Background: an optimization exercise with open tools, aiming at small area. Do not read the settings as production practice. Function was checked by simulation only, so behaviour that the tests miss may differ from the original. Power is estimated from default activity; no workload was simulated.

north:
==> flow/design.v (excerpt) <==
module binary_column_entropy_sum_core
#(
    parameter int MAX_ROWS    = 64,
    parameter int MAX_COLUMNS = 4096,
    parameter int FRAC_BITS   = 16
) (
    input  logic              i_clk,
    input  logic              i_rst_n,
    input  logic              i_cfg_we,
    input  logic [6:0]        i_cfg_wdata,
    input  logic              s_axis_tvalid,
    output logic              s_axis_tready,
    input  logic [63:0]       s_axis_tdata,
    input  logic              s_axis_tlast,
    output logic              m_axis_tvalid,
    input  logic              m_axis_tready,
    output logic [31:0]       m_axis_tdata,
    output logic              m_axis_tuser
);
Size in the first run: roughly 140 flip-flops, roughly 110 I/O pins.
==> flow/config.mk <==
export PLATFORM = sky130hd
export DESIGN_NAME = binary_column_entropy_sum_core
export DESIGN_NICKNAME = binary_column_entropy_sum_core
export VERILOG_FILES = /design/flow/design.v
export SDC_FILE = /design/flow/constraint.sdc
export NUM_CORES = 4
export LEC_CHECK = 0
export ABC_AREA = 1
export CAP_MARGIN = 20
export CORE_MARGIN = 2
export CORE_UTILIZATION = 45
export CTS_BUF_LIST = sky130_fd_sc_hd__clkbuf_8
export PLACE_DENSITY = 0.6
export SLEW_MARGIN = 20
==> flow/constraint.sdc <==
create_clock -name core_clock -period 11.0 [get_ports {i_clk}]
set_input_delay 2.2000 -clock core_clock [delete_from_list [all_inputs] [get_ports {i_clk}]]
set_output_delay 2.2000 -clock core_clock [all_outputs]
set_load 0.01 [all_outputs]
standard.sh (not shown) runs the stock make flow with config.mk's settings and CLKGATE_MAP_FILE= SYNTH_SCRIPT=/design/flow/synth_recipe.tcl, a recipe that flattens the netlist after the stock synthesis.
==> flow/flow/run.sh <==
#!/bin/bash
# Own layout flow: the standard layout (standard.sh: the standard synthesis, floorplan,
# power grid, placement, CTS, routing) with two changes:
#  - the port buffers that global placement inserts are buf_1 instead of the cell that
#    buffer_ports picks by default (each port still gets its own buffer);
#  - clock tree synthesis uses clkbuf_8 and inserts no dummy loads.
# The make output goes to standard_flow.log; each ORFS step logs under orfs/logs/.
set -euo pipefail
export BUFFER_PORTS_ARGS="-buffer_cell sky130_fd_sc_hd__buf_1"
export CTS_ARGS="-sink_clustering_enable -repair_clock_nets -buf_list sky130_fd_sc_hd__clkbuf_8 -dont_use_dummy_load -sink_clustering_size 30 -sink_clustering_max_diameter 200 -sink_clustering_levels 1"
bash standard.sh > standard_flow.log 2>&1
Edits applied to the flow inputs when going from north to south:
--- a/flow/flow/run.sh
+++ b/flow/flow/run.sh
@@ -10 +10 @@
-export CTS_ARGS="-sink_clustering_enable -repair_clock_nets -buf_list sky130_fd_sc_hd__clkbuf_8 -dont_use_dummy_load -sink_clustering_size 30 -sink_clustering_max_diameter 200 -sink_clustering_levels 1"
+export CTS_ARGS="-sink_clustering_enable -repair_clock_nets -buf_list sky130_fd_sc_hd__clkbuf_16 -dont_use_dummy_load -sink_clustering_size 40 -sink_clustering_max_diameter 300"
- south against north: register-to-register slack barely changed, total power climbed about 11%, clock power share climbed 7.6 points, fraction of area in registers dropped 0.85 points, clock distribution area overhead in the final layout climbed 2.1 points.
- Going from north to south, power in combinational cells did not really move, final worst-path setup slack went down.
diff inputs: south => east
--- a/flow/flow/run.sh
+++ b/flow/flow/run.sh
@@ -10 +10 @@
-export CTS_ARGS="-sink_clustering_enable -repair_clock_nets -buf_list sky130_fd_sc_hd__clkbuf_16 -dont_use_dummy_load -sink_clustering_size 40 -sink_clustering_max_diameter 300"
+export CTS_ARGS="-sink_clustering_enable -repair_clock_nets -buf_list sky130_fd_sc_hd__clkbuf_8 -dont_use_dummy_load${CTS_EXTRA:+ $CTS_EXTRA}"
- Going from south to east, wire length of the first global-routing pass decreased 190 µm, overall power of the completed layout decreased about 10%, maximum frequency essentially unchanged, clock latency on the worst-skew pair essentially unchanged.
### east -> west
--- a/flow/flow/run.sh
+++ b/flow/flow/run.sh
@@ -10 +10 @@
-export CTS_ARGS="-sink_clustering_enable -repair_clock_nets -buf_list sky130_fd_sc_hd__clkbuf_8 -dont_use_dummy_load${CTS_EXTRA:+ $CTS_EXTRA}"
+export CTS_ARGS="-sink_clustering_enable -repair_clock_nets -buf_list sky130_fd_sc_hd__clkbuf_8 -dont_use_dummy_load"
### Flow results
For delay of the slowest cell on the worst path, west and east come out practically identical.
Re worst-case setup margin in the final layout: no difference whatsoever between west and east.
Number of hold-slack violations in the final timing report of west is on par with east.
Going from east to west, number of cells on the critical path level; clock network fraction of design power roughly the same; synthesized netlist cell count barely changed.

* * *

job 8463:
Another version of the RTL of binary_column_entropy_sum_core (not shown whole).
For scale: ~900 cells after synthesis, roughly 140 flip-flops, ~7500 um2 of cells after synthesis.
Settings: LEC_CHECK=0, ABC_AREA=1, CAP_MARGIN=20, CORE_MARGIN=2, CORE_UTILIZATION=45, CTS_BUF_LIST=sky130_fd_sc_hd__clkbuf_8, PLACE_DENSITY=0.6, SLEW_MARGIN=20; clock period 11.0 ns.
==> flow/flow/run.sh <==
#!/bin/bash
# Own layout flow: the standard layout (standard.sh: the standard synthesis, floorplan,
# power grid, placement, CTS, routing) with three changes:
#  - after the floorplan, combinational cells are set to drive strength 1 (downsize.tcl);
#    placement's repair_design then sizes up wherever slew, capacitance or timing needs it;
#  - the port buffers that global placement inserts are buf_1 instead of the cell that
#    buffer_ports picks by default (each port still gets its own buffer);
#  - clock tree synthesis uses clkbuf_8 and inserts no dummy loads.
# Each tool's output goes to its own log here; each ORFS step also logs under orfs/logs/.
set -euo pipefail
export BUFFER_PORTS_ARGS="-buffer_cell sky130_fd_sc_hd__buf_1"
export CTS_ARGS="-sink_clustering_enable -repair_clock_nets -buf_list sky130_fd_sc_hd__clkbuf_8 -dont_use_dummy_load"
bash standard.sh floorplan > standard_floorplan.log 2>&1
DOWNSIZE_ODB=orfs/results/sky130hd/binary_column_entropy_sum_core/base/2_floorplan.odb openroad -no_init -exit flow/downsize.tcl > downsize.log 2>&1
bash standard.sh > standard_flow.log 2>&1
==> flow/flow/downsize.tcl <==
# Set every combinational cell of the floorplanned netlist to its smallest drive strength
# (X_1) where the library has one. Flip-flops, tie cells and tap cells are left alone.
# Placement's repair_design (3_4_place_resized) later upsizes or buffers wherever slew,
# capacitance or fanout needs it, and timing repair fixes any path that then fails.
set odb_file $::env(DOWNSIZE_ODB)
read_db $odb_file
set db [ord::get_db]
set block [[$db getChip] getBlock]
set n 0
foreach inst [$block getInsts] {
  set m [[$inst getMaster] getName]
  if {![regexp {^sky130_fd_sc_hd__([a-z0-9]+)_([0-9]+)$} $m -> base drv]} { continue }
  if {$drv <= 1} { continue }
  if {[regexp {^(s?e?df|dl|sdl|tap|conb|clk|decap|fill|diode|lpflow|probe)} $base]} { continue }
  set nm [$db findMaster "sky130_fd_sc_hd__${base}_1"]
  if {$nm == "NULL" || $nm == ""} { continue }
  $inst swapMaster $nm
  incr n
}
puts "downsize: $n cells set to drive strength 1"
write_db $odb_file
Job 8463 has completed all stages; timing, DRC and antenna checks passed.
The inputs of job 4751 differ from those of job 8463 as listed below.
Settings: changing CTS_BUF_LIST from sky130_fd_sc_hd__clkbuf_8 to sky130_fd_sc_hd__clkbuf_4 sky130_fd_sc_hd__clkbuf_8; changing CORE_UTILIZATION from 45 to 60; changing PLACE_DENSITY from 0.6 to 0.7.
==> flow/flow/run.sh <==
#!/bin/bash
# Own layout flow: the standard layout (standard.sh: the standard synthesis, floorplan,
# power grid, placement, CTS, routing) with two changes:
#  - the port buffers that global placement inserts are buf_1 instead of the cell that
#    buffer_ports picks by default (each port still gets its own buffer);
#  - clock tree synthesis uses clkbuf_8 and inserts no dummy loads.
# The make output goes to standard_flow.log; each ORFS step logs under orfs/logs/.
set -euo pipefail
export BUFFER_PORTS_ARGS="-buffer_cell sky130_fd_sc_hd__buf_1"
export CTS_ARGS="-sink_clustering_enable -repair_clock_nets -buf_list {sky130_fd_sc_hd__clkbuf_4 sky130_fd_sc_hd__clkbuf_8} -dont_use_dummy_load"
bash standard.sh > standard_flow.log 2>&1
removed: flow/flow/downsize.tcl
### Flow results
- Per the comparison of job 4751 with job 8463, setup slack rose by 0.37 ns; shortest clock period the worst path allows after layout fell by 0.37 ns; multi-input combinational area share rose by 1.4 points.
- Job 4751 against job 8463: worst-case reg-to-reg path depth decreased 8.3%, number of buffers added on ports essentially unchanged.
- Job 8463 has lower cell area than job 4751.
- Per the comparison of job 4751 with job 8463, horizontal die dimension decreased 13%; cell area after placement increased 1.2%.
### job 4751 -> job 1924
Settings: PLACE_DENSITY now 0.6, was 0.7; CTS_BUF_LIST now sky130_fd_sc_hd__clkbuf_8, was sky130_fd_sc_hd__clkbuf_4 sky130_fd_sc_hd__clkbuf_8; CORE_UTILIZATION now 45, was 60.
--- a/flow/flow/run.sh
+++ b/flow/flow/run.sh
@@ -9,3 +9,3 @@
 export BUFFER_PORTS_ARGS="-buffer_cell sky130_fd_sc_hd__buf_1"
-export CTS_ARGS="-sink_clustering_enable -repair_clock_nets -buf_list {sky130_fd_sc_hd__clkbuf_4 sky130_fd_sc_hd__clkbuf_8} -dont_use_dummy_load"
+export CTS_ARGS="-sink_clustering_enable -repair_clock_nets -buf_list sky130_fd_sc_hd__clkbuf_8 -dont_use_dummy_load"
 bash standard.sh > standard_flow.log 2>&1
## What came out
- Re worst setup slack: job 4751 and job 1924 aren't equal, and the lower value belongs to job 4751.
- Number of non-clock buffers: job 1924 vs job 4751 up about 0.9%
- Layout overhead on the synthesized area ended up 0.96 points higher on job 1924 than on job 4751.
- Hold slack delta (job 4751 -> job 1924): insignificant
- Global-route wire length before repair went down slightly going from job 4751 to job 1924.
- Changes observed in job 1924 relative to job 4751: number of buffer and inverter instances along the worst setup path grew by 1; delay of the slowest cell on the worst path held steady; required time of the critical path held steady; fraction of area in registers shrank by 0.34 points.
[inputs] job 5421 vs job 1924
Settings: CORE_UTILIZATION changed from 45 to 65; PLACE_DENSITY changed from 0.6 to 0.72; CTS_BUF_LIST changed from sky130_fd_sc_hd__clkbuf_8 to sky130_fd_sc_hd__clkbuf_4.
==> flow/flow/run.sh <==
#!/bin/bash
# Own layout flow: the standard layout (standard.sh: the standard synthesis, floorplan,
# power grid, placement, CTS, routing) with three changes:
#  - after the floorplan, combinational cells are set to drive strength 1 (downsize.tcl);
#    placement's repair_design then sizes up wherever slew, capacitance or timing needs it;
#  - the port buffers that global placement inserts are buf_1 instead of the cell that
#    buffer_ports picks by default (each port still gets its own buffer);
#  - clock tree synthesis uses clkbuf_8 and inserts no dummy loads.
# Each tool's output goes to its own log here; each ORFS step also logs under orfs/logs/.
set -euo pipefail
export BUFFER_PORTS_ARGS="-buffer_cell sky130_fd_sc_hd__buf_1"
export CTS_ARGS="-sink_clustering_enable -repair_clock_nets -buf_list sky130_fd_sc_hd__clkbuf_4 -dont_use_dummy_load"
bash standard.sh floorplan > standard_floorplan.log 2>&1
DOWNSIZE_ODB=orfs/results/sky130hd/binary_column_entropy_sum_core/base/2_floorplan.odb openroad -no_init -exit flow/downsize.tcl > downsize.log 2>&1
bash standard.sh > standard_flow.log 2>&1
==> flow/flow/downsize.tcl (new file) <==
# Set every combinational cell of the floorplanned netlist to its smallest drive strength
# (X_1) where the library has one. Flip-flops, tie cells and tap cells are left alone.
# Placement's repair_design (3_4_place_resized) later upsizes or buffers wherever slew,
# capacitance or fanout needs it, and timing repair fixes any path that then fails.
set odb_file $::env(DOWNSIZE_ODB)
read_db $odb_file
set db [ord::get_db]
set block [[$db getChip] getBlock]
set n 0
foreach inst [$block getInsts] {
  set m [[$inst getMaster] getName]
  if {![regexp {^sky130_fd_sc_hd__([a-z0-9]+)_([0-9]+)$} $m -> base drv]} { continue }
  if {$drv <= 1} { continue }
  if {[regexp {^(s?e?df|dl|sdl|tap|conb|clk|decap|fill|diode|lpflow|probe)} $base]} { continue }
  set nm [$db findMaster "sky130_fd_sc_hd__${base}_1"]
  if {$nm == "NULL" || $nm == ""} { continue }
  $inst swapMaster $nm
  incr n
}
puts "downsize: $n cells set to drive strength 1"
write_db $odb_file
Compared to job 1924, job 5421 has worst-case hold slack 0.0072 ns lower.
Between job 5421 and job 1924, initial core utilization is lower for job 1924, job 5421 comes in above that.
Job 1924 → job 5421: die area dropped 30%, global-route total usage across every layer climbed 10 points.
Taking job 1924 as the reference, in job 5421 final area now sits lower, sequential cell area share has increased, overall power consumption went down.
Compared to job 1924, job 5421 has die extent in x 22 um lower.

==> re-timing with driven ports <==
The flow's constraints put no driver on any port. The routed layouts listed below were extracted and timed again, unchanged, in two steps.
Step 1 (the two cells are an assumption about what drives the block):
set clk [get_ports {i_clk}]
set_driving_cell -lib_cell sky130_fd_sc_hd__clkbuf_16 $clk
set_driving_cell -lib_cell sky130_fd_sc_hd__buf_2 [delete_from_list [all_inputs] $clk]
Step 2, shift: input delay + t, output delay - t, t = (earliest + latest rising clock arrival at the registers) / 2. This alone moves slack from input paths to output paths.
Slacks: ideal ports / drivers / drivers and shift; pairs: ideal ports / drivers.
run	t, ns	slack for setup (ns)	worst slew at a driven data input, ns
north	0.452	4.829 / 4.829 / 4.829	0.06
south	0.448	4.821 / 4.821 / 4.821	0.05
east	0.452	4.829 / 4.829 / 4.829	0.06
west	0.452	4.829 / 4.829 / 4.829	0.06
job 8463	0.443	4.609 / 4.609 / 4.609	0.05
job 4751	0.473	4.980 / 4.980 / 4.980	0.04
job 1924	0.470	5.265 / 5.265 / 5.265	0.05
job 5421	0.532	4.412 / 4.412 / 4.412	0.04
After both steps every run listed still meets setup and hold.
